Background: an optimization exercise with open tools, aiming at small area and a short achievable clock period. Do not read the settings as production practice. The RTL was checked by simulation tests, not by an equivalence proof against the original design. No driver is modelled on the clock port, so clocking that relies on it looks cheaper here than on a real chip.

## harbor
==> flow/design.v (excerpt) <==
module cic_interpolator (
  input  logic                clock,
  input  logic                reset_n,
  input  logic [5:0]          interpolation,
  input  logic                clear_underflow,
  output logic                underflow,
  input  logic                out_strobe,
  input  logic                in_valid,
  input  logic signed [17:0]  in_data,
  output logic                in_ready,
  output logic                out_valid,
  output logic signed [17:0]  out_data
);
For scale: ~410 flip-flops, about 50 I/O pins.
clock: 6.5 ns
lec_check: 0
abc_area: 1
cap_margin: 20
core_margin: 2
core_utilization: 70
place_density: 0.78
setup_slack_margin: 3.5
slew_margin: 20
standard.sh (not shown) runs the stock make flow with config.mk's settings and CLKGATE_MAP_FILE= SYNTH_SCRIPT=/design/flow/synth_recipe.tcl, a recipe that flattens the netlist after the stock synthesis.
==> flow/flow/run.sh <==
#!/bin/bash
# Standard ORFS layout (the standard.sh) with these changes:
#  - synthesis maps with flow/abc_area.script, ORFS's abc_area.script
#    without its "buffer -c" step (placement-time repair buffers instead);
#    ORFS's scripts are copied to scripts_mod/ with only that file replaced
#  - clock tree synthesis without dummy loads, with clkbuf_8 buffers and
#    sink clusters of up to 14 flip-flops
#  - buf_2 as the port buffer
#  - a tighter internal repair target on in_ready (flow/pre_cts.tcl)
# Make's output goes to flow_make.log.
set -euo pipefail
rm -rf scripts_mod
cp -r "$FLOW_HOME/scripts" scripts_mod
cp flow/abc_area.script scripts_mod/abc_area.script
bash standard.sh \
  "SCRIPTS_DIR=$PWD/scripts_mod" \
  "CTS_ARGS=-sink_clustering_enable -repair_clock_nets -dont_use_dummy_load -sink_clustering_size 14 -sink_clustering_max_diameter 60 -buf_list sky130_fd_sc_hd__clkbuf_8" \
  "BUFFER_PORTS_ARGS=-buffer_cell sky130_fd_sc_hd__buf_2" \
  "PRE_CTS_TCL=$PWD/flow/pre_cts.tcl" \
  finish > flow_make.log 2>&1
==> flow/flow/abc_area.script <==
strash
dch
map -B 0.9
topo
stime -c
upsize -c
dnsize -c
==> flow/flow/pre_cts.tcl <==
set_output_delay 1.65 -clock [get_clocks core_clock] [get_ports in_ready]
harbor finished every stage and its layout cleared the timing, DRC and antenna checks.
For yarrow, these inputs were changed with respect to harbor:
Settings: a change of SETUP_SLACK_MARGIN from 3.5 to 3.6; a change of PLACE_DENSITY from 0.78 to 0.65; a change of CORE_UTILIZATION from 70 to 50.
==> flow/flow/run.sh <==
#!/bin/bash
# Standard ORFS layout (the standard.sh) with: clock tree synthesis
# without dummy loads and with larger sink clusters, buf_2 as the port
# buffer, and a tighter internal repair target on in_ready
# (flow/pre_cts.tcl). Make's output: flow_make.log.
set -euo pipefail
bash standard.sh \
  "CTS_ARGS=-sink_clustering_enable -repair_clock_nets -dont_use_dummy_load -sink_clustering_size 22 -sink_clustering_max_diameter 80" \
  "BUFFER_PORTS_ARGS=-buffer_cell sky130_fd_sc_hd__buf_2" \
  "PRE_CTS_TCL=$PWD/flow/pre_cts.tcl" \
  finish > flow_make.log 2>&1
removed: flow/flow/abc_area.script
Results
yarrow ends up with lower fraction of area in multi-input gates than harbor does. Share of final layout cell area taken by non-clock buffers delta for yarrow relative to harbor: 0.35 points higher. On setup slack, yarrow and harbor are basically level. Compared to harbor, yarrow has core area about 44% higher. yarrow does worse than harbor on final wirelength. For the met1 wire length, yarrow came in about 13% higher than harbor did. Diff yarrow and harbor: area growth from synthesis to layout higher in yarrow.
Modified inputs, zinc compared to yarrow
Settings: CORE_UTILIZATION changed from 50 to 60; PLACE_DENSITY changed from 0.65 to 0.7; SETUP_SLACK_MARGIN changed from 3.6 to 3.5.
[summary]
zinc closes out successfully: all stages finished, all timing, DRC and antenna checks passed. For average routed wire per standard cell, dividing the value from yarrow by the value from zinc gives 0.950. zinc vs yarrow, headroom to the max-slew limit went up by 7.7 points. Any difference in clock-pin slew of the registers on the worst-case setup and hold paths between yarrow and zinc is small enough to ignore. Measured against each other, zinc and yarrow differ in share of final-layout standard cells stronger than drive strength 1, the higher figure coming from yarrow. Compared with yarrow, zinc shows clock buffer count in the final layout that has gone down by a little under 10%. Lower vertical die dimension among zinc and yarrow: zinc.

* * *

cic_interpolator again, from the RTL that the note above started with.
## cic_interpolator
module cic_interpolator (
  input  logic                clock,
  input  logic                reset_n,
  input  logic [5:0]          interpolation,
  input  logic                clear_underflow,
  output logic                underflow,
  input  logic                out_strobe,
  input  logic                in_valid,
  input  logic signed [17:0]  in_data,
  output logic                in_ready,
  output logic                out_valid,
  output logic signed [17:0]  out_data
);
export LEC_CHECK = 0
export ABC_AREA = 1
export CAP_MARGIN = 20
export CORE_MARGIN = 2
export CORE_UTILIZATION = 60
export PLACE_DENSITY = 0.7
export SETUP_SLACK_MARGIN = 3.5
export SLEW_MARGIN = 20
create_clock -name core_clock -period 6.5 [get_ports {clock}]
==> flow/flow/run.sh <==
#!/bin/bash
# Standard ORFS layout (the standard.sh) with: clock tree synthesis
# without dummy loads and with larger sink clusters, buf_2 as the port
# buffer, and a tighter internal repair target on in_ready
# (flow/pre_cts.tcl). Make's output: flow_make.log.
set -euo pipefail
bash standard.sh \
  "CTS_ARGS=-sink_clustering_enable -repair_clock_nets -dont_use_dummy_load -sink_clustering_size 14 -sink_clustering_max_diameter 60 -buf_list sky130_fd_sc_hd__clkbuf_8" \
  "BUFFER_PORTS_ARGS=-buffer_cell sky130_fd_sc_hd__buf_2" \
  "PRE_CTS_TCL=$PWD/flow/pre_cts.tcl" \
  finish > flow_make.log 2>&1
Scripts as last shown in full above: flow/flow/pre_cts.tcl
The baseline completed without violations.
Change:
--- a/flow/flow/run.sh
+++ b/flow/flow/run.sh
@@ -8 +8 @@
-  "CTS_ARGS=-sink_clustering_enable -repair_clock_nets -dont_use_dummy_load -sink_clustering_size 14 -sink_clustering_max_diameter 60 -buf_list sky130_fd_sc_hd__clkbuf_8" \
+  "CTS_ARGS=-sink_clustering_enable -repair_clock_nets -dont_use_dummy_load -sink_clustering_size 22 -sink_clustering_max_diameter 80" \
==> flow/flow/pre_cts.tcl (replaced) <==
set_output_delay 1.55 -clock [get_clocks core_clock] [get_ports in_ready]
--- a/flow/config.mk
+++ b/flow/config.mk
@@ -13 +13 @@
-export SETUP_SLACK_MARGIN = 3.5
+export SETUP_SLACK_MARGIN = 3.6
What happened: Clock-buffer cell count drops by 12. Area after synthesis does not change. Final cell count is about the same. Die area is unchanged.
Change:
==> flow/flow/run.sh (replaced) <==
#!/bin/bash
# Standard ORFS layout (the standard.sh) with these changes:
#  - synthesis maps with flow/abc_area.script, ORFS's abc_area.script
#    without its "buffer -c" step (placement-time repair buffers instead);
#    ORFS's scripts are copied to scripts_mod/ with only that file replaced
#  - clock tree synthesis without dummy loads, with clkbuf_4 and clkbuf_8 buffers and
#    sink clusters of up to 10 flip-flops
#  - buf_2 as the port buffer
# Make's output goes to flow_make.log.
set -euo pipefail
rm -rf scripts_mod
cp -r "$FLOW_HOME/scripts" scripts_mod
cp flow/abc_area.script scripts_mod/abc_area.script
bash standard.sh \
  "SCRIPTS_DIR=$PWD/scripts_mod" \
  "CTS_ARGS=-sink_clustering_enable -repair_clock_nets -dont_use_dummy_load -sink_clustering_size 10 -sink_clustering_max_diameter 50 -buf_list {sky130_fd_sc_hd__clkbuf_4 sky130_fd_sc_hd__clkbuf_8}" \
  "BUFFER_PORTS_ARGS=-buffer_cell sky130_fd_sc_hd__buf_2" \
  finish > flow_make.log 2>&1
==> flow/flow/abc_area.script (new file) <==
strash
dch
map -B 0.9
topo
stime -c
upsize -c
dnsize -c
--- a/flow/config.mk
+++ b/flow/config.mk
@@ -13 +13 @@
-export SETUP_SLACK_MARGIN = 3.6
+export SETUP_SLACK_MARGIN = 3.58
removed: flow/flow/pre_cts.tcl
What happened:
- synthesized cell count drops by 2.5%
- die area drops by 2.3%
- core utilization barely changes
- wire length drops by 13%
- setup slack is better by 0.34 ns
- area after synthesis drops by 2.3%
- worst hold slack is worse by 0.0033 ns

* * *

cic_interpolator again, from the RTL that the note above started with.
clock: 6.5 ns
lec_check: 0
abc_area: 1
cap_margin: 20
core_margin: 2
core_utilization: 60
place_density: 0.7
setup_slack_margin: 3.58
slew_margin: 20
==> flow/flow/run.sh <==
#!/bin/bash
# Standard ORFS layout (the standard.sh) with these changes:
#  - synthesis maps with flow/abc_area.script, ORFS's abc_area.script
#    without its "buffer -c" step (placement-time repair buffers instead)
#    and with map -B 0.5 in place of map -B 0.9;
#    ORFS's scripts are copied to scripts_mod/ with only that file replaced
#  - clock tree synthesis without dummy loads, with clkbuf_8 buffers and
#    sink clusters of up to 14 flip-flops
#  - buf_2 as the port buffer
# Make's output goes to flow_make.log.
set -euo pipefail
rm -rf scripts_mod
cp -r "$FLOW_HOME/scripts" scripts_mod
cp flow/abc_area.script scripts_mod/abc_area.script
bash standard.sh \
  "SCRIPTS_DIR=$PWD/scripts_mod" \
  "CTS_ARGS=-sink_clustering_enable -repair_clock_nets -dont_use_dummy_load -sink_clustering_size 14 -sink_clustering_max_diameter 60 -buf_list sky130_fd_sc_hd__clkbuf_8" \
  "BUFFER_PORTS_ARGS=-buffer_cell sky130_fd_sc_hd__buf_2" \
  finish > flow_make.log 2>&1
==> flow/flow/abc_area.script <==
strash
dch
map -B 0.5
topo
stime -c
upsize -c
dnsize -c
The baseline passed the timing, DRC and antenna checks.
Change:
--- a/flow/flow/run.sh
+++ b/flow/flow/run.sh
@@ -2,6 +2,5 @@
 # Standard ORFS layout (the standard.sh) with these changes:
 #  - synthesis maps with flow/abc_area.script, ORFS's abc_area.script
-#    without its "buffer -c" step (placement-time repair buffers instead)
-#    and with map -B 0.5 in place of map -B 0.9;
+#    without its "buffer -c" step (placement-time repair buffers instead);
 #    ORFS's scripts are copied to scripts_mod/ with only that file replaced
 #  - clock tree synthesis without dummy loads, with clkbuf_8 buffers and
==> flow/flow/abc_area.script (replaced) <==
strash
dch
map -B 0.9
topo
stime -c
upsize -c
dnsize -c
After rerunning: Non-clock buffer count is lower by 18. Utilization is lower by 0.43 points. Via count is higher by 0.34%. Final cell count is higher by 2.1%. Routed wire length is lower by 6.4%. Setup slack gains 0.11 ns. Design area is about the same. Synthesized area is higher by 1.4%. Clock-buffer cell count is lower by 1.
Change:
--- a/flow/flow/run.sh
+++ b/flow/flow/run.sh
@@ -7,4 +7,5 @@
 #    sink clusters of up to 14 flip-flops
 #  - buf_2 as the port buffer
+#  - a tighter internal repair target on in_ready (flow/pre_cts.tcl)
 # Make's output goes to flow_make.log.
 set -euo pipefail
@@ -16,3 +17,4 @@
   "CTS_ARGS=-sink_clustering_enable -repair_clock_nets -dont_use_dummy_load -sink_clustering_size 14 -sink_clustering_max_diameter 60 -buf_list sky130_fd_sc_hd__clkbuf_8" \
   "BUFFER_PORTS_ARGS=-buffer_cell sky130_fd_sc_hd__buf_2" \
+  "PRE_CTS_TCL=$PWD/flow/pre_cts.tcl" \
   finish > flow_make.log 2>&1
==> flow/flow/pre_cts.tcl (new file) <==
set_output_delay 1.65 -clock [get_clocks core_clock] [get_ports in_ready]
Settings changed: SETUP_SLACK_MARGIN 3.58 to 3.5.
Effect: The changed run completed with no timing, DRC or antenna violations; register-to-register slack gets worse by 0.06 ns; die area stays the same; synthesized cell count stays the same; clock skew grows by 0.035 ns.
Change:
==> flow/flow/run.sh (replaced) <==
#!/bin/bash
# Standard ORFS layout (the standard.sh) with: clock tree synthesis
# without dummy loads and with larger sink clusters, buf_2 as the port
# buffer, and a tighter internal repair target on in_ready
# (flow/pre_cts.tcl). Make's output: flow_make.log.
set -euo pipefail
bash standard.sh \
  "CTS_ARGS=-sink_clustering_enable -repair_clock_nets -dont_use_dummy_load -sink_clustering_size 22 -sink_clustering_max_diameter 80" \
  "BUFFER_PORTS_ARGS=-buffer_cell sky130_fd_sc_hd__buf_2" \
  "PRE_CTS_TCL=$PWD/flow/pre_cts.tcl" \
  finish > flow_make.log 2>&1
Settings changed: CORE_UTILIZATION 60 to 50, PLACE_DENSITY 0.7 to 0.65, SETUP_SLACK_MARGIN 3.5 to 3.35.
removed: flow/flow/abc_area.script
After rerunning:
- sequential share of layout area is lower by 0.40 points
- wire length is higher by a little under a tenth
- hold slack barely changes
- clock-buffer cell count is lower by 12
- via count barely changes
- area after synthesis is higher by a few percent

==> separate check: timing with driven ports <==
How much do the figures lean on ideal ports? The routed layouts below were timed once more, with nothing changed but the port constraints. Step 1, drivers: a clkbuf_16 drives clock and a buf_2 each remaining input, both assumed. Step 2, shift: input delay + t, output delay - t, t = (earliest + latest rising clock arrival at the registers) / 2. This alone moves slack from input paths to output paths. Three values: ideal, step 1, step 2; two values: the first two.
| run | t, ns | slack for setup (ns) | clock arrival spread, ns |
|---|---|---|---|
| the third run of note 2 | 0.670 | 3.588 / 3.524 / 2.993 | 0.060 / 0.059 |
| the first run of note 3 | 0.662 | 3.486 / 3.437 / 2.986 | 0.043 / 0.042 |
| the second run of note 3 | 0.665 | 3.598 / 3.533 / 2.942 | 0.037 / 0.037 |
After both steps every run listed still meets setup and hold. The setup slack of the second run of note 3, which loses most, moves by -0.065 ns with the drivers and by -0.656 ns with both steps.
